From an optimization exercise on the open Yosys and OpenROAD flow, aimed at small area, a short achievable clock period and few clock cycles per item; shortcuts taken in it are not production practice.
Function was not checked in any run shown here: the RTL went through the layout flow alone.
Power is estimated from default activity; no workload was simulated.

`design.v`:
```
`default_nettype none
package tlvsp_pkg;
	localparam logic [2:0] PH_TAG1  = 3'd0;
	localparam logic [2:0] PH_TAG2  = 3'd1;
	localparam logic [2:0] PH_LEN1  = 3'd2;
	localparam logic [2:0] PH_LENX  = 3'd3;
	localparam logic [2:0] PH_VALUE = 3'd4;
	localparam logic [2:0] PH_ERR   = 3'd5;
	localparam logic [2:0] ST_OK      = 3'd0;
	localparam logic [2:0] ST_TRUNC   = 3'd1;
	localparam logic [2:0] ST_OVERRUN = 3'd2;
	localparam logic [2:0] ST_EMPTY   = 3'd3;
	localparam logic [2:0] ST_DEEP    = 3'd4;
	localparam logic [1:0] ROLE_TAG   = 2'd0;
	localparam logic [1:0] ROLE_LEN   = 2'd1;
	localparam logic [1:0] ROLE_VALUE = 2'd2;
	localparam logic [1:0] ROLE_IGN   = 2'd3;
	localparam logic [7:0]  LEN_ESC16   = 8'hFE;
	localparam logic [7:0]  LEN_ESC32   = 8'hFF;
	localparam logic [31:0] POS_SAT     = 32'hFFFF_FFFF;
	typedef struct packed {
		logic        push;
		logic        pop;
		logic        clear;
		logic [31:0] next_pos;
		logic [31:0] elem_end;
	} stk_ctl_t;
	typedef struct packed {
		logic top_eq;   
		logic end_gt;   
	} stk_stat_t;
	typedef struct packed {
		logic [1:0]  byte_role;
		logic        header_done;
		logic [15:0] tag;
		logic [31:0] value_length;
		logic        constructed;
		logic [3:0]  depth;
		logic [3:0]  levels_closed;
		logic [2:0]  status;
		logic        pdu_done;
	} result_t;
endpackage
`default_nettype wire
`default_nettype none
import tlvsp_pkg::*;
module tlv_stream_parser_top #(
	parameter int MAX_DEPTH = 8
) (
	input  wire         clk,
	input  wire         arst_n,
	input  wire         in_valid,
	output logic        in_stall,
	input  wire  [7:0]  data_byte,
	input  wire         pdu_last,
	output logic        out_valid,
	input  wire         out_stall,
	output logic [1:0]  byte_role,
	output logic        header_done,
	output logic [15:0] tag,
	output logic [31:0] value_length,
	output logic        constructed,
	output logic [3:0]  depth,
	output logic [3:0]  levels_closed,
	output logic [2:0]  status,
	output logic        pdu_done
);
	localparam int NE = MAX_DEPTH - 1;   
	logic       v1_q, v2_q, adv;
	logic [7:0] b;
	logic       last;
	assign adv      = v1_q && (!v2_q || !out_stall);
	assign in_stall = v1_q && v2_q && out_stall;
	always_ff @(posedge clk or negedge arst_n) begin
		if (!arst_n) begin
			v1_q <= 1'b0;
			v2_q <= 1'b0;
		end else begin
			if (in_valid && !in_stall) v1_q <= 1'b1;
			else if (adv)              v1_q <= 1'b0;
			if (adv)                   v2_q <= 1'b1;
			else if (!out_stall)       v2_q <= 1'b0;
		end
	end
	always_ff @(posedge clk) begin
		if (!in_stall) begin
			b    <= data_byte;
			last <= pdu_last;
		end
	end
	logic        ph_tag1, ph_tag2, ph_len1, ph_lenx, ph_value, ph_err;
	logic [15:0] tag_q;
	logic [31:0] len_q;     
	logic [1:0]  cnt_q;     
	logic [31:0] next_q;    
	logic [31:0] pend_q;    
	logic [2:0]  err_q;     
	logic [3:0]  sp_q;      
	logic [3:0]  ne_q;      
	logic [31:0] top_q;     
	logic [3:0]  tcnt_q;    
	logic [31:0] arr_e [NE];
	logic [2:0]  arr_c [NE];
	logic [1:0]  o_role;
	logic        o_hd;
	logic [3:0]  o_depth;
	logic [3:0]  o_lc;
	logic        o_last;
	logic        esc, complete, len0, cons, top_valid, top_eq, gt, ge;
	logic [31:0] lv;
	logic [32:0] sum;
	logic [31:0] elem_end;
	logic [2:0]  err_new, err_fin;
	logic        push, push_new, closing, pop, all_closed, trunc;
	logic [3:0]  close_cnt;
	logic [31:0] arr_top_e;
	logic [2:0]  arr_top_c;
	assign esc       = (b[7:1] == 7'h7F);
	assign complete  = (ph_len1 && !esc) || (ph_lenx && cnt_q == 2'd0);
	assign lv        = {len_q[23:0], b};
	assign len0      = (lv == 32'd0);
	assign cons      = tag_q[15] ? tag_q[14] : tag_q[6];
	assign top_valid = (ne_q != 4'd0);
	assign top_eq    = top_valid && (top_q == next_q);
	assign sum       = {1'b0, next_q} + {1'b0, lv};
	assign elem_end  = sum[32] ? POS_SAT : sum[31:0];
	assign gt        = top_valid && (top_q != POS_SAT) && (sum > {1'b0, top_q});
	assign ge        = top_valid && (sum >= {1'b0, top_q});
	always_comb begin
		err_new = ST_OK;
		if (complete) begin
			if (gt)                         err_new = ST_OVERRUN;
			else if (cons && len0)          err_new = ST_EMPTY;
			else if (cons && sp_q[3])       err_new = ST_DEEP;
		end else if (!ph_value && top_eq) begin
			err_new = ST_OVERRUN;
		end
	end
	assign push       = complete && !gt && cons && !len0 && !sp_q[3];
	assign push_new   = push && !ge;
	assign closing    = (ph_value && next_q == pend_q) ||
	                    (complete && !gt && !cons && len0);
	assign pop        = closing && top_eq;
	assign close_cnt  = top_eq ? tcnt_q : 4'd0;
	assign all_closed = (ne_q == 4'd0) || (ne_q == 4'd1 && top_eq);
	assign trunc      = last && !(closing && all_closed);
	assign err_fin    = (err_new != ST_OK) ? err_new : (trunc ? ST_TRUNC : ST_OK);
	always_comb begin
		arr_top_e = arr_e[0];
		arr_top_c = arr_c[0];
		for (int i = 1; i < NE; i++) begin
			if (ne_q == 4'(i + 2)) begin
				arr_top_e = arr_e[i];
				arr_top_c = arr_c[i];
			end
		end
	end
	always_ff @(posedge clk or negedge arst_n) begin
		if (!arst_n) begin
			ph_tag1  <= 1'b1;
			ph_tag2  <= 1'b0;
			ph_len1  <= 1'b0;
			ph_lenx  <= 1'b0;
			ph_value <= 1'b0;
			ph_err   <= 1'b0;
			next_q   <= 32'd1;
			sp_q     <= 4'd0;
			ne_q     <= 4'd0;
		end else if (adv) begin
			if (last) begin
				ph_tag1  <= 1'b1;
				ph_tag2  <= 1'b0;
				ph_len1  <= 1'b0;
				ph_lenx  <= 1'b0;
				ph_value <= 1'b0;
				ph_err   <= 1'b0;
				next_q   <= 32'd1;
				sp_q     <= 4'd0;
				ne_q     <= 4'd0;
			end else begin
				next_q <= (next_q == POS_SAT) ? next_q : next_q + 32'd1;
				if (!ph_err) begin
					if (err_new != ST_OK) begin
						ph_tag1  <= 1'b0;
						ph_tag2  <= 1'b0;
						ph_len1  <= 1'b0;
						ph_lenx  <= 1'b0;
						ph_value <= 1'b0;
						ph_err   <= 1'b1;
					end else begin
						ph_tag1  <= push || closing;
						ph_tag2  <= ph_tag1 && b[7];
						ph_len1  <= (ph_tag1 && !b[7]) || ph_tag2;
						ph_lenx  <= (ph_len1 && esc) || (ph_lenx && !complete);
						ph_value <= (complete && !push && !closing) || (ph_value && !closing);
					end
					if (push) begin
						sp_q <= sp_q + 4'd1;
						if (push_new) ne_q <= ne_q + 4'd1;
					end else if (closing) begin
						sp_q <= sp_q - close_cnt;
						if (pop) ne_q <= ne_q - 4'd1;
					end
				end
			end
		end
	end
	always_ff @(posedge clk) begin
		if (adv) begin
			if (ph_tag1) begin
				tag_q <= b[7] ? {b, 8'd0} : {8'd0, b};
			end else if (ph_tag2) begin
				tag_q[7:0] <= b;
			end
			len_q <= (ph_tag1 || ph_tag2 || (ph_len1 && esc)) ? 32'd0 : lv;
			cnt_q <= ph_len1 ? (b[0] ? 2'd3 : 2'd1) : cnt_q - 2'd1;
			err_q <= ph_err ? err_q : err_fin;
			if (!ph_err) begin
				if (push) begin
					tcnt_q <= ge ? tcnt_q + 4'd1 : 4'd1;
					if (push_new) top_q <= elem_end;
				end else if (pop) begin
					tcnt_q <= {1'b0, arr_top_c};
					top_q  <= arr_top_e;
				end
			end
			o_role  <= ph_err ? ROLE_IGN : (ph_tag1 || ph_tag2) ? ROLE_TAG :
			           (ph_len1 || ph_lenx) ? ROLE_LEN : ROLE_VALUE;
			o_hd    <= !ph_err && complete;
			o_depth <= ph_err ? 4'd0 : sp_q;
			o_lc    <= (!ph_err && closing && err_fin == ST_OK) ? close_cnt + 4'd1 : 4'd0;
			o_last  <= last;
		end
		if (ph_len1 || ph_lenx) begin
			pend_q <= elem_end;
		end
		for (int i = 0; i < NE; i++) begin
			if (ne_q == 4'(i + 1)) begin
				arr_e[i] <= top_q;
				arr_c[i] <= tcnt_q[2:0];
			end
		end
	end
	assign out_valid     = v2_q;
	assign byte_role     = o_role;
	assign header_done   = o_hd;
	assign tag           = o_hd ? tag_q : 16'd0;
	assign value_length  = o_hd ? len_q : 32'd0;
	assign constructed   = o_hd && cons;
	assign depth         = o_depth;
	assign levels_closed = o_lc;
	assign status        = err_q;
	assign pdu_done      = o_last;
endmodule
`default_nettype wire
```
`run.sh`:
```
#!/bin/bash
# synth_recipe.tcl (not shown) runs the flow's synth.tcl, then flattens the netlist and writes it again
# the make line also repeats each setting of config.mk as NAME=value (left out here)
make -C /OpenROAD-flow-scripts/flow DESIGN_CONFIG=/design/flow/config.mk WORK_HOME=/design/flow/orfs CLKGATE_MAP_FILE= SYNTH_SCRIPT=/design/flow/synth_recipe.tcl finish
```
`config.mk`:
```
export PLATFORM = sky130hd
export DESIGN_NAME = tlv_stream_parser_top
export DESIGN_NICKNAME = tlv_stream_parser_top
export VERILOG_FILES = /design/flow/design.v
export SDC_FILE = /design/flow/constraint.sdc
export NUM_CORES = 4
export LEC_CHECK = 0
export CAP_MARGIN = 20
export CORE_MARGIN = 2
export CORE_UTILIZATION = 40
export SLEW_MARGIN = 20
```
`constraint.sdc`:
```
create_clock -name core_clock -period 8.5 [get_ports {clk}]
set_input_delay 1.7000 -clock core_clock [delete_from_list [all_inputs] [get_ports {clk}]]
set_output_delay 1.7000 -clock core_clock [all_outputs]
set_load 0.01 [all_outputs]
```
==> metrics.log, run 1 <==
[metrics] fill cell count: 4695
[metrics] first element of the critical path: b[7]$_DFFE_PN_
[metrics] number of cells in the finished layout apart from fillers: 2562
[metrics] Post-Syn Area per Cell: 12.0 sq um
[metrics] Worst Max-Slew Pin Slew: 1040 ps
[metrics] Core ar.: 52700 sq um
[metrics] average detailed-routed wire length per instance: 21.5 um
[metrics] Seq pwr share: 45.9%
[metrics] die outline area: 55300 sq um
[metrics] largest net degree at the start of global routing: 75
[metrics] Worst Setup End Kind: flop
[metrics] Synthesized Nets: 1866
[metrics] net count reported at finish: 1929
[metrics] Die Span X: 235 um
[metrics] synthesized instance count: 1775
[metrics] startpoint types: flop
[metrics] post-CTS setup buffers: 0
[metrics] fraction of synthesis flops using an asynchronous set or reset pin: 11.0%
[metrics] global routing met2 resource utilization: 30.8%
[metrics] hpwl dp: 37700 um
[metrics] sum of negative setup slack: 0 ps
[metrics] number of sinks driven by the clock tree: 435
[metrics] vias per inst: 5.57
[metrics] detailed-route via count: 14300
[metrics] post-route clock period utilization: 79.1%
[metrics] antenna diode count: 0
[metrics] grt met3 use: 2.99%
[metrics] number of flops mapped to enable cells by yosys: 387
[metrics] grt met1 use: 27.9%
[metrics] Inst Count DP: 2478
[metrics] net switching power: 1950 uW
[metrics] Area Overhead vs Synth: 13.4%
[metrics] clock latency (worst-skew pair): 590 ps
[metrics] Switching Fraction: 30.9%
[metrics] Final setup violation count: 0
[metrics] max-slew headroom at the worst pin: 30.8%
[metrics] run status: timing/DRC/antenna clean
[metrics] number of hold buffers added after CTS: 0
[metrics] yosys synthesis warning count: 3
[metrics] Final Slew Violations: 0
[metrics] H-tree depth reported by CTS: 2
[metrics] root cell of the clock tree: sky130_fd_sc_hd__clkbuf_16
[metrics] std cell rows: 84
[metrics] synthesized area: 21400 sq um
[metrics] largest fanout of any net on the critical path: 32
[metrics] post-route minimum period: 6730 ps
[metrics] first-pass GRT wire length: 84700 um
[metrics] class of the most critical setup path: reg2reg
[metrics] count of buffers from port buffering: 78
[metrics] Gates resized, CTS repair: 0
[metrics] global placer's final weighted congestion: 1.03
[metrics] internal power summed over all cells: 4370 uW
[metrics] die span in y: 235 um
[metrics] maximum capacitance violations: 0
[metrics] remaining antenna violation count after routing: 0
[metrics] maximum clock frequency: 149 MHz
[metrics] Worst EP required: 8720 ps
[metrics] final cell utilization of the core: 46.0%
[metrics] most heavily used metal layer in global routing: met2
[metrics] Top FF cell, synth: sky130_fd_sc_hd__edfxtp_1
[metrics] leftover overflow at the end of global routing: 0
[metrics] hold wc startpoint: v1_q$_DFFE_PN0P_
[metrics] share of total power in combinational logic: 24.1%
[metrics] Setup Skew: 18.3 ps
[metrics] Leak Pwr: 0.00911 uW
[metrics] boundary pin count: 79
[metrics] Remaining DRCs: 0
[metrics] crit path capture: top_q[10]$_DFFE_PP_
[metrics] Pre-Repair DR Iteration Count: 5
[metrics] RSZ-0062 raised after global routing: false
[metrics] number of register bits inferred by synthesis: 435
[metrics] sequential-to-total area share from yosys stat: 60.0%
[metrics] number of antenna violations at the first check in global routing: 0
[metrics] depth of the most critical reg-to-reg path: 20
[metrics] part of the total power dissipated in the clock network: 30.0%
[metrics] number of buffers on the longest clock path: 3
[metrics] critical path arrival: 6950 ps
[metrics] CTS clock-pin slew for the worst setup and hold paths: 60 ps
[metrics] largest vdd supply drop: 0.141 mV
[metrics] count of routing violations after the opening detailed-route iteration: 1147
[metrics] TritonCTS buffer count: 45
[metrics] Placement Cell Area: 22800 sq um
[metrics] r2r startpoint: b[7]$_DFFE_PN_
[metrics] ratio of cells with drive above 1 in the final layout: 6.40%
[metrics] final design area excluding fillers: 24200 sq um
[metrics] global routing usage summed across all routing layers: 19.7%
[metrics] clock tree from TritonCTS: done
[metrics] final hold violations: 0
[metrics] via count of the first global-routing pass: 13900
[metrics] starting utilization of the core area: 40.6%
[metrics] endpoint of the worst register-to-register path: top_q[10]$_DFFE_PP_
[metrics] total length of routed wires: 55000 um
[metrics] Unique masters post-synth: 77
[metrics] total power density per cell area: 261 nW/um^2
[metrics] slack of the worst reg-to-reg path: 1770 ps
[metrics] type of the tightest min-delay check: reg2reg
worst max-delay path: stages (launching register included):
cell	delay, ps
sky130_fd_sc_hd__edfxtp_1	590
sky130_fd_sc_hd__ha_1	440
sky130_fd_sc_hd__a21oi_1	240
sky130_fd_sc_hd__o22ai_1	150
sky130_fd_sc_hd__nor4_2	430
sky130_fd_sc_hd__a211oi_1	220
sky130_fd_sc_hd__o211ai_1	260
sky130_fd_sc_hd__o21ai_0	180
sky130_fd_sc_hd__a311o_1	420
sky130_fd_sc_hd__xor2_1	300
sky130_fd_sc_hd__ha_1	320
sky130_fd_sc_hd__a21o_1	170
sky130_fd_sc_hd__a221oi_1	280
sky130_fd_sc_hd__o21ai_1	200
sky130_fd_sc_hd__a211oi_2	350
sky130_fd_sc_hd__a31oi_1	140
sky130_fd_sc_hd__o21ai_0	530
sky130_fd_sc_hd__inv_1	220
sky130_fd_sc_hd__mux2i_4	320
sky130_fd_sc_hd__and2_1	180
sky130_fd_sc_hd__buf_4	390
power groups by stage:
stage / sequential, uW / clock (uW) / combinational, uW
after floorplan: 2880 / 0 / 1030
after global placement: 2940 / 0 / 1490
after detailed placement: 2950 / 0 / 1520
after CTS: 2910 / 1940 / 1530
after global routing: 2930 / 2020 / 1690
final: 2900 / 1900 / 1520
state kept, by name (all words and copies together), names as in the netlist, 4 cells and up:
| name | count |
|---|---|
| ne_q | 4 |
| len_q | 32 |
| top_q | 32 |
| pend_q | 32 |
| b | 8 |
| o_lc | 4 |
| next_q | 32 |
| tag_q | 16 |
| arr_e | 224 |
| arr_c | 21 |
| tcnt_q | 4 |
| o_depth | 4 |
| sp_q | 4 |
cell usage in the layout (no fill, tap or decap), types with 5 or more instances in the layout:
| cell type | Yosys | routed |
|---|---|---|
| sky130_fd_sc_hd__clkbuf_1 | 68 | 10 |
| sky130_fd_sc_hd__nor2b_1 | 7 | 7 |
| sky130_fd_sc_hd__and2_1 | 71 | 66 |
| sky130_fd_sc_hd__a31oi_1 | 12 | 12 |
| sky130_fd_sc_hd__a22o_1 | 5 | 5 |
| sky130_fd_sc_hd__o211ai_1 | 14 | 14 |
| sky130_fd_sc_hd__ha_1 | 76 | 76 |
| sky130_fd_sc_hd__clkbuf_16 | 0 | 46 |
| sky130_fd_sc_hd__or2_2 | 5 | 5 |
| sky130_fd_sc_hd__nand3_1 | 22 | 21 |
| sky130_fd_sc_hd__a21boi_0 | 7 | 7 |
| sky130_fd_sc_hd__nand2_1 | 79 | 77 |
| sky130_fd_sc_hd__a21oi_1 | 153 | 153 |
| sky130_fd_sc_hd__nor3_1 | 12 | 12 |
| sky130_fd_sc_hd__clkinv_2 | 0 | 8 |
| sky130_fd_sc_hd__a211oi_1 | 76 | 76 |
| sky130_fd_sc_hd__nand4_1 | 33 | 33 |
| sky130_fd_sc_hd__xnor2_1 | 43 | 43 |
| sky130_fd_sc_hd__nand2b_1 | 23 | 23 |
| sky130_fd_sc_hd__buf_4 | 0 | 18 |
| sky130_fd_sc_hd__clkinv_1 | 0 | 10 |
| sky130_fd_sc_hd__a21o_1 | 25 | 25 |
| sky130_fd_sc_hd__xor2_1 | 77 | 77 |
| sky130_fd_sc_hd__edfxtp_1 | 387 | 387 |
| sky130_fd_sc_hd__o21ai_1 | 6 | 6 |
| sky130_fd_sc_hd__nor2_1 | 169 | 169 |
| sky130_fd_sc_hd__clkdlybuf4s50_1 | 0 | 77 |
| sky130_fd_sc_hd__nor4_1 | 27 | 27 |
| sky130_fd_sc_hd__dfrtp_1 | 46 | 46 |
| sky130_fd_sc_hd__mux2i_1 | 37 | 37 |
| sky130_fd_sc_hd__inv_1 | 72 | 71 |
| sky130_fd_sc_hd__and3_1 | 50 | 50 |
| sky130_fd_sc_hd__o21ai_0 | 54 | 54 |
| sky130_fd_sc_hd__or3_1 | 13 | 13 |
| sky130_fd_sc_hd__mux2_1 | 19 | 19 |
worst min path at each step:
stage | to | slack [ps] | depth (start not counted)
finish | v2_q$_DFFE_PN0P_ | 520 | 1
global route | v2_q$_DFFE_PN0P_ | 560 | 1
CTS | v2_q$_DFFE_PN0P_ | 520 | 1
detailed placement | v2_q$_DFFE_PN0P_ | 510 | 1
global placement | v2_q$_DFFE_PN0P_ | 500 | 1
floorplan | o_last$_DFFE_PP_ | 440 | 0
per-layer routing:
layer / share of wire, % / wire length [um] / up-vias
met2: 45 / 24900 / 446
met1: 46 / 25200 / 6986
li1: - / - / 6735
met4: 3.5 / 1940 / 0
met5: 0 / 0 / -
met3: 5.3 / 2940 / 99
through the flow:
step           power [uW]  hold WS, ps  setup WS (ps)
6_report             6330          519           1770
4_1_cts              6380          524           1870
5_1_grt              6640          561           1440
3_5_place_dp         4470          510           1890
3_3_place_gp         4430          499           1960
2_1_floorplan        3920          444           2720
cells in the mapped netlist, types with 23 or more instances:
cell type | n | area (sq um)
sky130_fd_sc_hd__a211oi_1 | 76 | 571
sky130_fd_sc_hd__a21o_1 | 25 | 188
sky130_fd_sc_hd__a21oi_1 | 153 | 766
sky130_fd_sc_hd__and2_1 | 71 | 444
sky130_fd_sc_hd__and3_1 | 50 | 313
sky130_fd_sc_hd__clkbuf_1 | 68 | 255
sky130_fd_sc_hd__dfrtp_1 | 46 | 1150
sky130_fd_sc_hd__edfxtp_1 | 387 | 11600
sky130_fd_sc_hd__ha_1 | 76 | 951
sky130_fd_sc_hd__inv_1 | 72 | 270
sky130_fd_sc_hd__mux2i_1 | 37 | 370
sky130_fd_sc_hd__nand2_1 | 79 | 297
sky130_fd_sc_hd__nand2b_1 | 23 | 144
sky130_fd_sc_hd__nand4_1 | 33 | 206
sky130_fd_sc_hd__nor2_1 | 169 | 634
sky130_fd_sc_hd__nor4_1 | 27 | 169
sky130_fd_sc_hd__o21ai_0 | 54 | 270
sky130_fd_sc_hd__xnor2_1 | 43 | 377
sky130_fd_sc_hd__xor2_1 | 77 | 674
layout make-up:
class,count,area [sq um],share of cell area (%)
repair buffers,97,926,3.82
clock buffers,56,1190,4.90
well taps,688,861,3.55
flip-flops and latches,435,12800,52.9
inverters,72,270,1.12
multi-input cells,1187,7950,32.8
clock inverters,27,214,0.883
logic make-up after synthesis:
| group | synth area share, % |
|---|---|
| AO/OA/AOI/OAI | 11.5 |
| XOR/XNOR | 4.92 |
| adder cells (fa/ha/maj) | 4.64 |
| buffers and inverters | 2.89 |
| flip-flops | 60.0 |
| multiplexers | 3.05 |
| AND/OR/NAND/NOR | 13.0 |
==> run 2, diff against run 1 <==
--- a/design.v
+++ b/design.v
@@ -93,12 +93,13 @@
 	logic [31:0] len_q;     
 	logic [1:0]  cnt_q;     
-	logic [31:0] next_q;    
-	logic [31:0] pend_q;    
+	logic [31:0] hr_q;
+	logic [31:0] room_q;
+	logic [31:0] vrem_q;
 	logic [2:0]  err_q;     
 	logic [3:0]  sp_q;      
 	logic [3:0]  ne_q;      
-	logic [31:0] top_q;     
 	logic [3:0]  tcnt_q;    
-	logic [31:0] arr_e [NE];
+	logic        bsat_q;    
+	logic [31:0] arr_d [NE];
 	logic [2:0]  arr_c [NE];
 	logic [1:0]  o_role;
@@ -107,24 +108,33 @@
 	logic [3:0]  o_lc;
 	logic        o_last;
-	logic        esc, complete, len0, cons, top_valid, top_eq, gt, ge;
-	logic [31:0] lv;
-	logic [32:0] sum;
-	logic [31:0] elem_end;
+	logic        esc, complete, len0, cons, top_valid, top_sat, top_eq;
+	logic [31:0] lv, lv_m1, newrem, hr_dec, room_dec;
+	logic        hi_gt_r, hi_eq_r, hi_gt_h, hi_eq_h;
+	logic        gt, eq, ovf, fill;
 	logic [2:0]  err_new, err_fin;
 	logic        push, push_new, closing, pop, all_closed, trunc;
 	logic [3:0]  close_cnt;
-	logic [31:0] arr_top_e;
+	logic [31:0] arr_top_d;
 	logic [2:0]  arr_top_c;
 	assign esc       = (b[7:1] == 7'h7F);
 	assign complete  = (ph_len1 && !esc) || (ph_lenx && cnt_q == 2'd0);
 	assign lv        = {len_q[23:0], b};
-	assign len0      = (lv == 32'd0);
+	assign len0      = (len_q[23:0] == 24'd0) && (b == 8'd0);
 	assign cons      = tag_q[15] ? tag_q[14] : tag_q[6];
 	assign top_valid = (ne_q != 4'd0);
-	assign top_eq    = top_valid && (top_q == next_q);
-	assign sum       = {1'b0, next_q} + {1'b0, lv};
-	assign elem_end  = sum[32] ? POS_SAT : sum[31:0];
-	assign gt        = top_valid && (top_q != POS_SAT) && (sum > {1'b0, top_q});
-	assign ge        = top_valid && (sum >= {1'b0, top_q});
+	assign top_sat   = bsat_q && (ne_q == 4'd1);
+	assign top_eq    = top_valid && (room_q == 32'd0);
+	assign hi_gt_r = len_q[23:0] > room_q[31:8];
+	assign hi_eq_r = len_q[23:0] == room_q[31:8];
+	assign hi_gt_h = len_q[23:0] > hr_q[31:8];
+	assign hi_eq_h = len_q[23:0] == hr_q[31:8];
+	assign gt   = top_valid && !top_sat && (hi_gt_r || (hi_eq_r && b > room_q[7:0]));
+	assign eq   = top_valid && (hi_gt_r || (hi_eq_r && b >= room_q[7:0]));
+	assign ovf  = hi_gt_h || (hi_eq_h && b > hr_q[7:0]);
+	assign fill = hi_gt_h || (hi_eq_h && b >= hr_q[7:0]);
+	assign hr_dec   = (hr_q == 32'd0) ? 32'd0 : hr_q - 32'd1;
+	assign room_dec = (room_q == 32'd0) ? 32'd0 : room_q - 32'd1;
+	assign lv_m1    = (b != 8'd0) ? {len_q[23:0], b - 8'd1} : {len_q[23:0] - 24'd1, 8'hFF};
+	assign newrem   = ovf ? hr_dec : lv_m1;
 	always_comb begin
 		err_new = ST_OK;
@@ -138,6 +148,6 @@
 	end
 	assign push       = complete && !gt && cons && !len0 && !sp_q[3];
-	assign push_new   = push && !ge;
-	assign closing    = (ph_value && next_q == pend_q) ||
+	assign push_new   = push && !eq;
+	assign closing    = (ph_value && vrem_q == 32'd0) ||
 	                    (complete && !gt && !cons && len0);
 	assign pop        = closing && top_eq;
@@ -147,9 +157,9 @@
 	assign err_fin    = (err_new != ST_OK) ? err_new : (trunc ? ST_TRUNC : ST_OK);
 	always_comb begin
-		arr_top_e = arr_e[0];
+		arr_top_d = arr_d[0];
 		arr_top_c = arr_c[0];
 		for (int i = 1; i < NE; i++) begin
 			if (ne_q == 4'(i + 2)) begin
-				arr_top_e = arr_e[i];
+				arr_top_d = arr_d[i];
 				arr_top_c = arr_c[i];
 			end
@@ -164,5 +174,5 @@
 			ph_value <= 1'b0;
 			ph_err   <= 1'b0;
-			next_q   <= 32'd1;
+			hr_q     <= 32'hFFFF_FFFE;
 			sp_q     <= 4'd0;
 			ne_q     <= 4'd0;
@@ -175,9 +185,9 @@
 				ph_value <= 1'b0;
 				ph_err   <= 1'b0;
-				next_q   <= 32'd1;
+				hr_q     <= 32'hFFFF_FFFE;
 				sp_q     <= 4'd0;
 				ne_q     <= 4'd0;
 			end else begin
-				next_q <= (next_q == POS_SAT) ? next_q : next_q + 32'd1;
+				hr_q <= hr_dec;
 				if (!ph_err) begin
 					if (err_new != ST_OK) begin
@@ -213,15 +223,18 @@
 				tag_q[7:0] <= b;
 			end
-			len_q <= (ph_tag1 || ph_tag2 || (ph_len1 && esc)) ? 32'd0 : lv;
-			cnt_q <= ph_len1 ? (b[0] ? 2'd3 : 2'd1) : cnt_q - 2'd1;
-			err_q <= ph_err ? err_q : err_fin;
-			if (!ph_err) begin
-				if (push) begin
-					tcnt_q <= ge ? tcnt_q + 4'd1 : 4'd1;
-					if (push_new) top_q <= elem_end;
-				end else if (pop) begin
-					tcnt_q <= {1'b0, arr_top_c};
-					top_q  <= arr_top_e;
-				end
+			len_q  <= (ph_tag1 || ph_tag2 || (ph_len1 && esc)) ? 32'd0 : lv;
+			cnt_q  <= ph_len1 ? (b[0] ? 2'd3 : 2'd1) : cnt_q - 2'd1;
+			vrem_q <= ph_value ? vrem_q - 32'd1 : newrem;
+			err_q  <= ph_err ? err_q : err_fin;
+			if (!ph_err && push_new) begin
+				room_q <= newrem;
+				tcnt_q <= 4'd1;
+				if (!top_valid) bsat_q <= fill;
+			end else if (!ph_err && pop) begin
+				room_q <= arr_top_d;
+				tcnt_q <= {1'b0, arr_top_c};
+			end else begin
+				room_q <= room_dec;
+				if (!ph_err && push) tcnt_q <= tcnt_q + 4'd1;
 			end
 			o_role  <= ph_err ? ROLE_IGN : (ph_tag1 || ph_tag2) ? ROLE_TAG :
@@ -232,10 +245,7 @@
 			o_last  <= last;
 		end
-		if (ph_len1 || ph_lenx) begin
-			pend_q <= elem_end;
-		end
 		for (int i = 0; i < NE; i++) begin
 			if (ne_q == 4'(i + 1)) begin
-				arr_e[i] <= top_q;
+				arr_d[i] <= room_q + ~lv;
 				arr_c[i] <= tcnt_q[2:0];
 			end
==> run 2 against run 1 <==
  * Still clean
  * Non-clock buffer count grew 9
  * Hold slack lost 9.7 ps
  * Register-to-register slack gained 1600 ps
  * Synthesized area grew 13%
  * Global-route usage grew 0.092 points
  * Die area grew 13%
  * Via count grew 23%
  * Cell count grew 21%
  * Combinational power grew 32%
  * Critical path type unchanged
  * Critical endpoint is now room_q[23]$_DFFE_PP_
==> metrics.log, run 2 <==
[metrics] run status: timing/DRC/antenna clean (unchanged)
[metrics] fraction of synthesis flops using an asynchronous set or reset pin: 11.0% (about the same)
[metrics] Largest register FFs: 224 (unchanged)
[metrics] TritonCTS buffer count: 47 (was 45)
[metrics] ratio of cells with drive above 1 in the final layout: 7.48% (was 6.40%)
[metrics] Final Slew Violations: 0 (unchanged)
[metrics] largest fanout of any net on the critical path: 66 (was 32)
[metrics] clock tree from TritonCTS: done (unchanged)
[metrics] starting utilization of the core area: 40.2% (was 40.6%)
[metrics] root cell of the clock tree: sky130_fd_sc_hd__clkbuf_16 (unchanged)
[metrics] via count of the first global-routing pass: 17300 (was 13900)
[metrics] number of hold buffers added after CTS: 0 (unchanged)
[metrics] ranking of synthesized cells by instance count: sky130_fd_sc_hd__edfxtp_1, sky130_fd_sc_hd__nor2_1, sky130_fd_sc_hd__a21oi_1 (unchanged)
[metrics] die outline area: 62300 sq um (was 55300 sq um)
[metrics] antenna diode count: 0 (unchanged)
[metrics] Synth area leader: sky130_fd_sc_hd__edfxtp_1 (unchanged)
[metrics] Worst Setup End Kind: flop (unchanged)
[metrics] boundary pin count: 79 (unchanged)
[metrics] total length of routed wires: 62600 um (was 55000 um)
[metrics] fill cell count: 5562 (was 4695)
[metrics] Setup Skew: 12.5 ps (was 18.3 ps)
[metrics] class of the most critical setup path: reg2reg (unchanged)
[metrics] hold wc startpoint: hr_q[25]$_DFFE_PN1P_ (was v1_q$_DFFE_PN0P_)
[metrics] net count reported at finish: 2403 (was 1929)
[metrics] detailed-route via count: 17600 (was 14300)
[metrics] Yosys top cell area share: 48.3% (was 54.4%)
[metrics] largest net degree at the start of global routing: 77 (was 75)
[metrics] Die Span X: 250 um (was 235 um)
[metrics] Top FF cell, synth: sky130_fd_sc_hd__edfxtp_1 (unchanged)
[metrics] Biggest register: arr_d (was arr_e)
[metrics] worst hold slack: 509 ps (was 519 ps)
[metrics] sequential-to-total area share from yosys stat: 53.4% (was 60.0%)
[metrics] total power density per cell area: 263 nW/um^2 (was 261 nW/um^2)
[metrics] top cells by area in the synthesized netlist: sky130_fd_sc_hd__edfxtp_1, sky130_fd_sc_hd__ha_1, sky130_fd_sc_hd__a21oi_1, sky130_fd_sc_hd__nor2_1, sky130_fd_sc_hd__xnor2_1 (was sky130_fd_sc_hd__edfxtp_1, sky130_fd_sc_hd__dfrtp_1, sky130_fd_sc_hd__ha_1, sky130_fd_sc_hd__a21oi_1, sky130_fd_sc_hd__xor2_1)
[metrics] synthesized instance count: 2236 (was 1775)
[metrics] number of register bits inferred by synthesis: 436 (was 435)
[metrics] Post-Syn Area per Cell: 10.8 sq um (was 12.0 sq um)
[metrics] Inst Count DP: 3012 (was 2478)
[metrics] most frequent standard cell in the layout excluding fill and tap cells: sky130_fd_sc_hd__edfxtp_1 (unchanged)
[metrics] critical path arrival: 5510 ps (was 6950 ps)
[metrics] post-route clock period utilization: 60.0% (was 79.1%)
[metrics] global placer's final weighted congestion: 0.914 (was 1.03)
[metrics] yosys synthesis warning count: 3 (unchanged)
[metrics] remaining antenna violation count after routing: 0 (unchanged)
[metrics] leftover overflow at the end of global routing: 0 (unchanged)
[metrics] first element of the critical path: b[7]$_DFFE_PN_ (unchanged)
[metrics] startpoint types: flop (unchanged)
[metrics] Leak Pwr: 0.00985 uW (was 0.00911 uW)
[metrics] r2r startpoint: b[7]$_DFFE_PN_ (unchanged)
[metrics] global routing usage summed across all routing layers: 19.8% (was 19.7%)
[metrics] H-tree depth reported by CTS: 2 (unchanged)
[metrics] average detailed-routed wire length per instance: 20.2 um (was 21.5 um)
[metrics] Area Overhead vs Synth: 12.4% (was 13.4%)
[metrics] Worst EP required: 8920 ps (was 8720 ps)
[metrics] maximum clock frequency: 196 MHz (was 149 MHz)
[metrics] die span in y: 250 um (was 235 um)
[metrics] type of the tightest min-delay check: reg2reg (unchanged)
[metrics] synthesized area: 24100 sq um (was 21400 sq um)
[metrics] number of antenna violations at the first check in global routing: 0 (unchanged)
[metrics] std cell rows: 90 (was 84)
[metrics] first-pass GRT wire length: 98300 um (was 84700 um)
[metrics] library cell with the highest instance count after synthesis: sky130_fd_sc_hd__edfxtp_1 (unchanged)
[metrics] largest vdd supply drop: 0.180 mV (was 0.141 mV)
[metrics] number of cells in the finished layout apart from fillers: 3094 (was 2562)
[metrics] Synthesized Nets: 2360 (was 1866)
[metrics] sum of negative setup slack: 0 ps (unchanged)
[metrics] Gates resized, CTS repair: 0 (unchanged)
[metrics] max-slew headroom at the worst pin: 17.6% (was 30.8%)
[metrics] RSZ-0062 raised after global routing: false (unchanged)
[metrics] number of flops mapped to enable cells by yosys: 388 (was 387)
[metrics] final hold violations: 0 (unchanged)
[metrics] Remaining DRCs: 0 (unchanged)
[metrics] maximum capacitance violations: 0 (unchanged)
[metrics] hpwl dp: 42800 um (was 37700 um)
[metrics] number of buffers on the longest clock path: 3 (unchanged)
[metrics] post-CTS setup buffers: 0 (unchanged)
[metrics] clock latency (worst-skew pair): 590 ps (about the same)
[metrics] CTS clock-pin slew for the worst setup and hold paths: 60 ps (about the same)
[metrics] Worst Max-Slew Pin Slew: 1230 ps (was 1040 ps)
[metrics] count of buffers from port buffering: 78 (unchanged)
[metrics] Unique masters post-synth: 84 (was 77)
[metrics] count of routing violations after the opening detailed-route iteration: 1543 (was 1147)
[metrics] number of sinks driven by the clock tree: 436 (was 435)
[metrics] post-route minimum period: 5100 ps (was 6730 ps)
[metrics] Pre-Repair DR Iteration Count: 5 (unchanged)
[metrics] vias per inst: 5.69 (was 5.57)
[metrics] Final setup violation count: 0 (unchanged)
[metrics] Core ar.: 60000 sq um (was 52700 sq um)
[metrics] commonest non-fill, non-tap cells in the layout: sky130_fd_sc_hd__edfxtp_1, sky130_fd_sc_hd__nor2_1, sky130_fd_sc_hd__a21oi_1 (unchanged)
==> run 2: changes by cell type in the layout (fill, tap and decap cells not counted), sizes merged, moves of 36 or more <==
cell / before / now
a21oi: 153 / 190
nor3: 13 / 92
inv: 73 / 122
mux2i: 38 / 78
nor2: 172 / 240
xor2: 77 / 32
o21ai: 61 / 97
xnor2: 43 / 100
==> run 2: logic make-up after synthesis <==
group	Yosys count	synth area share, %
AOI/OAI and AO/OA	526	13.7
xor gates and xnor gates	132	4.79
adders and majority gates	111	5.82
buffers and inverters	233	3.84
DFF	436	53.4
muxes	83	3.47
and+or+nand+nor	715	15.0
==> run 2: metal layers <==
layer  up-vias  GRT usage [%]  routed length [um]
met5         -              0                   0
met4         0           6.23                1580
met3        97           2.61                2930
met2       460           32.7               30000
met1      8714           27.2               28100
li1       8342              -                   -
==> run 2: path summary, 6_finish.rpt <==
kind	end	slack [ps]	depth (start not counted)
worst max-delay path	room_q[23]$_DFFE_PP_	3400	12
worst min-delay path	hr_q[25]$_DFFE_PN1P_	510	2
worst max register to register	room_q[23]$_DFFE_PP_	3400	12
worst min register to register	hr_q[25]$_DFFE_PN1P_	510	2
max in group asynchronous	sp_q[2]$_DFFE_PN0P_	6780	2
min in group asynchronous	v2_q$_DFFE_PN0P_	1220	2
==> run 2: area by class of cell <==
| type | count | area, sq um | share of cell area, % |
|---|---|---|---|
| sequential | 436 | 12900 | 47.5 |
| multi-input combinational | 1567 | 10400 | 38.2 |
| clock buffer | 66 | 1310 | 4.83 |
| timing repair buffer | 106 | 993 | 3.66 |
| tap | 782 | 978 | 3.61 |
| inverter | 121 | 457 | 1.68 |
| clock inverter | 16 | 133 | 0.489 |
==> run 2: critical path, cell delays in order, from the launching register on <==
cell                       delay (ps)
sky130_fd_sc_hd__edfxtp_1         940
sky130_fd_sc_hd__inv_2            260
sky130_fd_sc_hd__ha_1             450
sky130_fd_sc_hd__nand4_1          170
sky130_fd_sc_hd__a21oi_1           70
sky130_fd_sc_hd__o31ai_1         1000
sky130_fd_sc_hd__a22oi_1          320
sky130_fd_sc_hd__o211ai_4         300
sky130_fd_sc_hd__nand2_4          160
sky130_fd_sc_hd__a211oi_4         270
sky130_fd_sc_hd__buf_4            590
sky130_fd_sc_hd__a211oi_1         130
sky130_fd_sc_hd__a21oi_1          210
==> run 2: through the flow <==
stage | area (sq um) | utilization [%] | total power (uW) | setup WS, ps
2_1_floorplan | 24100 | - | 4470 | 2680
3_3_place_gp | 25700 | 42.8 | 5130 | 3560
3_5_place_dp | 25700 | 42.8 | 5190 | 3540
4_1_cts | 27100 | 45.2 | 7180 | 3540
5_1_grt | 27100 | 45.2 | 7500 | 3390
6_report | 27100 | 45.2 | 7120 | 3400
==> run 2: report_power, final <==
part           leakage (uW)  switching (uW)  total, uW  internal [uW]
registers           0.00416             260       3150           2890
clock network      0.000702             846       1980           1130
logic               0.00499            1290       2000            707
total               0.00985            2400       7120           4730
==> run 3, diff against run 2 <==
--- a/config.mk
+++ b/config.mk
@@ -6,6 +6,8 @@
 export NUM_CORES = 4
 export LEC_CHECK = 0
+export ABC_CLOCK_PERIOD_IN_PS = 3500
 export CAP_MARGIN = 20
 export CORE_MARGIN = 2
 export CORE_UTILIZATION = 40
+export SETUP_SLACK_MARGIN = 4.5
 export SLEW_MARGIN = 20
==> run 3 against run 2 <==
  * Utilization rose by 1.3 points
  * Die area stayed put
  * Highest routed layer unchanged
  * Sequential share of layout area decreased by 1.3 points
  * Still clean on timing, DRC and antenna
  * Wire length grew 2.2%
  * Clock-buffer cell count shrank 2
  * Sequential cell count stayed put
  * Largest power group unchanged
==> metrics.log, run 3 <==
[metrics] run status: timing/DRC/antenna clean (unchanged)
[metrics] detailed-route via count: 17700 (was 17600)
[metrics] slowest cell on the critical path: sky130_fd_sc_hd__nor3_1 (was sky130_fd_sc_hd__o31ai_1)
[metrics] commonest non-fill, non-tap cells in the layout: sky130_fd_sc_hd__edfxtp_1, sky130_fd_sc_hd__nor2_1, sky130_fd_sc_hd__a21oi_1 (unchanged)
[metrics] Remaining DRCs: 0 (unchanged)
[metrics] Largest register FFs: 224 (unchanged)
[metrics] RSZ-0062 raised after global routing: true (was false)
[metrics] max-slew headroom at the worst pin: 34.6% (was 17.6%)
[metrics] Leak Pwr: 0.0102 uW (was 0.00985 uW)
[metrics] hpwl dp: 43200 um (was 42800 um)
[metrics] number of cells traversed by the worst hold path: 2 (unchanged)
[metrics] cell depth of the worst setup path: 9 (was 12)
[metrics] Worst Setup End Kind: flop (unchanged)
[metrics] Post-Syn Area per Cell: 10.8 sq um (unchanged)
[metrics] sum of negative setup slack: 0 ps (unchanged)
[metrics] class of the most critical setup path: reg2reg (unchanged)
[metrics] Die Span X: 250 um (unchanged)
[metrics] remaining antenna violation count after routing: 0 (unchanged)
[metrics] std cell rows: 90 (unchanged)
[metrics] ranking of synthesized cells by instance count: sky130_fd_sc_hd__edfxtp_1, sky130_fd_sc_hd__nor2_1, sky130_fd_sc_hd__a21oi_1 (unchanged)
[metrics] average detailed-routed wire length per instance: 20.4 um (was 20.2 um)
[metrics] H-tree depth reported by CTS: 2 (unchanged)
[metrics] Setup Skew: 23.0 ps (was 12.5 ps)
[metrics] most frequent standard cell in the layout excluding fill and tap cells: sky130_fd_sc_hd__edfxtp_1 (unchanged)
[metrics] Pre-Repair DR Iteration Count: 5 (unchanged)
[metrics] Unique masters post-synth: 84 (unchanged)
[metrics] cell class contributing the biggest share of worst-path delay: compound AO/OA/AOI/OAI gates (unchanged)
[metrics] ratio of cells with drive above 1 in the final layout: 11.2% (was 7.48%)
[metrics] endpoint of the worst register-to-register path: room_q[10]$_DFFE_PP_ (was room_q[23]$_DFFE_PP_)
[metrics] yosys synthesis warning count: 3 (unchanged)
[metrics] vias per inst: 5.64 (was 5.69)
[metrics] global routing usage summed across all routing layers: 20.2% (was 19.8%)
[metrics] r2r startpoint: b[5]$_DFFE_PN_ (was b[7]$_DFFE_PN_)
[metrics] net count reported at finish: 2450 (was 2403)
[metrics] number of antenna violations at the first check in global routing: 1 (was 0)
[metrics] post-route minimum period: 3930 ps (was 5100 ps)
[metrics] buffering stage count on the worst path with inverters included: 2 (unchanged)
[metrics] synthesized area: 24100 sq um (unchanged)
[metrics] sequential-to-total area share from yosys stat: 53.4% (unchanged)
[metrics] Yosys top cell area share: 48.3% (unchanged)
[metrics] antenna diode count: 0 (unchanged)
[metrics] number of hold buffers added after CTS: 0 (unchanged)
[metrics] Inst Count DP: 3015 (was 3012)
[metrics] number of cells in the finished layout apart from fillers: 3146 (was 3094)
[metrics] Synthesized Nets: 2360 (unchanged)
[metrics] total length of routed wires: 64000 um (was 62600 um)
[metrics] maximum clock frequency: 254 MHz (was 196 MHz)
[metrics] TritonCTS buffer count: 49 (was 47)
[metrics] critical path arrival: 4250 ps (was 5510 ps)
[metrics] global placer's final weighted congestion: 0.871 (was 0.914)
[metrics] Biggest register: arr_d (unchanged)
[metrics] number of sinks driven by the clock tree: 436 (unchanged)
[metrics] count of buffers from port buffering: 78 (unchanged)
[metrics] type of the tightest min-delay check: reg2reg (unchanged)
[metrics] number of register bits inferred by synthesis: 436 (unchanged)
[metrics] synthesized instance count: 2236 (unchanged)
[metrics] number of flops mapped to enable cells by yosys: 388 (unchanged)
[metrics] CTS clock-pin slew for the worst setup and hold paths: 60 ps (about the same)
[metrics] stage delay of the slowest cell on the critical path: 690 ps (was 1000 ps)
[metrics] Final setup violation count: 0 (unchanged)
[metrics] maximum capacitance violations: 0 (unchanged)
[metrics] die span in y: 250 um (unchanged)
[metrics] depth of the most critical reg-to-reg path: 9 (was 12)
[metrics] first-pass GRT wire length: 99500 um (was 98300 um)
[metrics] hold wc startpoint: hr_q[25]$_DFFE_PN1P_ (unchanged)
[metrics] largest net degree at the start of global routing: 74 (was 77)
[metrics] via count of the first global-routing pass: 17300 (about the same)
[metrics] Final Slew Violations: 0 (unchanged)
[metrics] boundary pin count: 79 (unchanged)
[metrics] die outline area: 62300 sq um (unchanged)
[metrics] Worst EP required: 8820 ps (was 8920 ps)
[metrics] Cell Chain, Critical Path: inv_1 > ha_1 > a211oi_1 > nor2_1 > nor3_1 > a31oi_1 > a211oi_4 > buf_6 > a21oi_1 (was inv_2 > ha_1 > nand4_1 > a21oi_1 > o31ai_1 > a22oi_1 > o211ai_4 > nand2_4 > a211oi_4 > buf_4 > a211oi_1 > a21oi_1)
[metrics] slack of the worst reg-to-reg path: 4570 ps (was 3400 ps)
[metrics] endpoint with the worst hold slack: hr_q[25]$_DFFE_PN1P_ (unchanged)
[metrics] largest fanout of any net on the critical path: 66 (unchanged)
[metrics] Area Overhead vs Synth: 15.5% (was 12.4%)
[metrics] top cells by area in the synthesized netlist: sky130_fd_sc_hd__edfxtp_1, sky130_fd_sc_hd__ha_1, sky130_fd_sc_hd__a21oi_1, sky130_fd_sc_hd__nor2_1, sky130_fd_sc_hd__xnor2_1 (unchanged)
[metrics] count of routing violations after the opening detailed-route iteration: 1194 (was 1543)
[metrics] largest vdd supply drop: 0.205 mV (was 0.180 mV)
[metrics] root cell of the clock tree: sky130_fd_sc_hd__clkbuf_16 (unchanged)
[metrics] clock tree from TritonCTS: done (unchanged)
[metrics] starting utilization of the core area: 40.2% (unchanged)
[metrics] leftover overflow at the end of global routing: 0 (unchanged)
[metrics] total power density per cell area: 266 nW/um^2 (was 263 nW/um^2)
[metrics] number of buffers on the longest clock path: 3 (unchanged)
[metrics] fraction of synthesis flops using an asynchronous set or reset pin: 11.0% (unchanged)
[metrics] Worst Max-Slew Pin Slew: 978 ps (was 1230 ps)
[metrics] Synth area leader: sky130_fd_sc_hd__edfxtp_1 (unchanged)
[metrics] Core ar.: 60000 sq um (unchanged)
[metrics] final hold violations: 0 (unchanged)
[metrics] library cell with the highest instance count after synthesis: sky130_fd_sc_hd__edfxtp_1 (unchanged)
[metrics] startpoint types: flop (unchanged)
[metrics] post-route clock period utilization: 46.3% (was 60.0%)
[metrics] Top FF cell, synth: sky130_fd_sc_hd__edfxtp_1 (unchanged)
[metrics] clock latency (worst-skew pair): 610 ps (was 590 ps)
==> run 3: worst max path at each step <==
stage | start | endpoint | slack, ps
after floorplan | out_stall | hr_q[26]$_DFFE_PN1P_ | 4480
after global placement | out_stall | in_stall | 3560
after detailed placement | out_stall | in_stall | 3540
after CTS | out_stall | in_stall | 4460
after global routing | len_q[3]$_SDFFCE_PP0P_ | sp_q[2]$_DFFE_PN0P_ | 4390
final | b[5]$_DFFE_PN_ | room_q[10]$_DFFE_PP_ | 4570
==> run 3: logic make-up after synthesis <==
logic type	synth area share (%)
AO/OA/AOI/OAI	13.7
XOR/XNOR	4.79
adder cells (fa/ha/maj)	5.82
buffers and inverters	3.84
flip-flops	53.4
multiplexers	3.47
AND/OR/NAND/NOR	15.0
==> run 3: layer usage <==
layer  part of all wire, %  vias up  global-route usage (%)  wire length [um]
li1                      -     8424                       -                 -
met1                    45     8793                    28.0             28900
met2                    48      421                    33.4             30700
met3                   4.4       90                    2.11              2800
met4                   2.6        0                    6.37              1660
met5                     0        -                       0                 0
==> run 3: report_power, final <==
| group | internal (uW) | total, uW | switching [uW] |
|---|---|---|---|
| clock network | 1300 | 2210 | 908 |
| logic | 751 | 2090 | 1330 |
| registers | 2890 | 3120 | 234 |
==> run 3: metrics by stage <==
stage	power [uW]	utilization [%]	setup slack, ps	hold WS, ps	cell area [sq um]
floorplan	4460	-	4480	472	24100
global placement	5140	42.8	3560	493	25700
detailed placement	5190	42.8	3540	501	25700
CTS	7430	45.8	4460	511	27500
global route	7800	46.5	4390	527	27900
finish	7410	46.5	4570	514	27900
==> run 3: area by class of cell <==
cell class                      count  area (sq um)
Timing Repair Buffer              151          1330
Clock buffer                       64          1380
Inverter                          121           459
Fill cell                        5538         32100
Multi-Input combinational cell   1567         10600
Tap cell                          782           978
Clock inverter                     25           293
Sequential cell                   436         12900
==> run 3: timing repair <==
| action | CTS | global route |
|---|---|---|
| pin swaps | 2 | 4 |
| endpoints found under the setup margin | 141 | 119 |
| buffers inserted | 6 | 36 |
| resized for setup | 19 | 27 |
==> run 3: worst register-to-register path, stage by stage, from the launching register on <==
cell and delay [ps]:
sky130_fd_sc_hd__edfxtp_1 640, sky130_fd_sc_hd__inv_1 160, sky130_fd_sc_hd__ha_1 430, sky130_fd_sc_hd__a211oi_1 240, sky130_fd_sc_hd__nor2_1 120, sky130_fd_sc_hd__nor3_1 690, sky130_fd_sc_hd__a31oi_1 380, sky130_fd_sc_hd__a211oi_4 320
sky130_fd_sc_hd__buf_6 420, sky130_fd_sc_hd__a21oi_1 230

## static timing again, ports no longer ideal
The flow's constraints put no driver on any port. The routed layouts listed below were extracted and timed again, unchanged, in two steps.
Step 1, drivers: a clkbuf_16 drives clk and a buf_2 each remaining input, both assumed.
Step 2 times the ports against the registers' clock, not the clock port: input delays grow and output delays shrink by t, the midpoint of the rising clock arrivals with the driver on.
a / b / c = no drivers / after step 1 / after step 2; a / b = the first two.
run | t (ns) | setup WS [ns] | latest minus earliest clock arrival (ns)
run 1 | 0.639 | 1.774 / 1.774 / 1.774 | 0.022 / 0.021
run 2 | 0.637 | 3.404 / 3.404 / 3.404 | 0.013 / 0.013
run 3 | 0.659 | 4.566 / 4.566 / 4.267 | 0.023 / 0.023
After both steps every run listed still meets setup and hold. The setup slack of run 3, which loses most, moves by 0.000 ns with the drivers and by -0.299 ns with both steps.
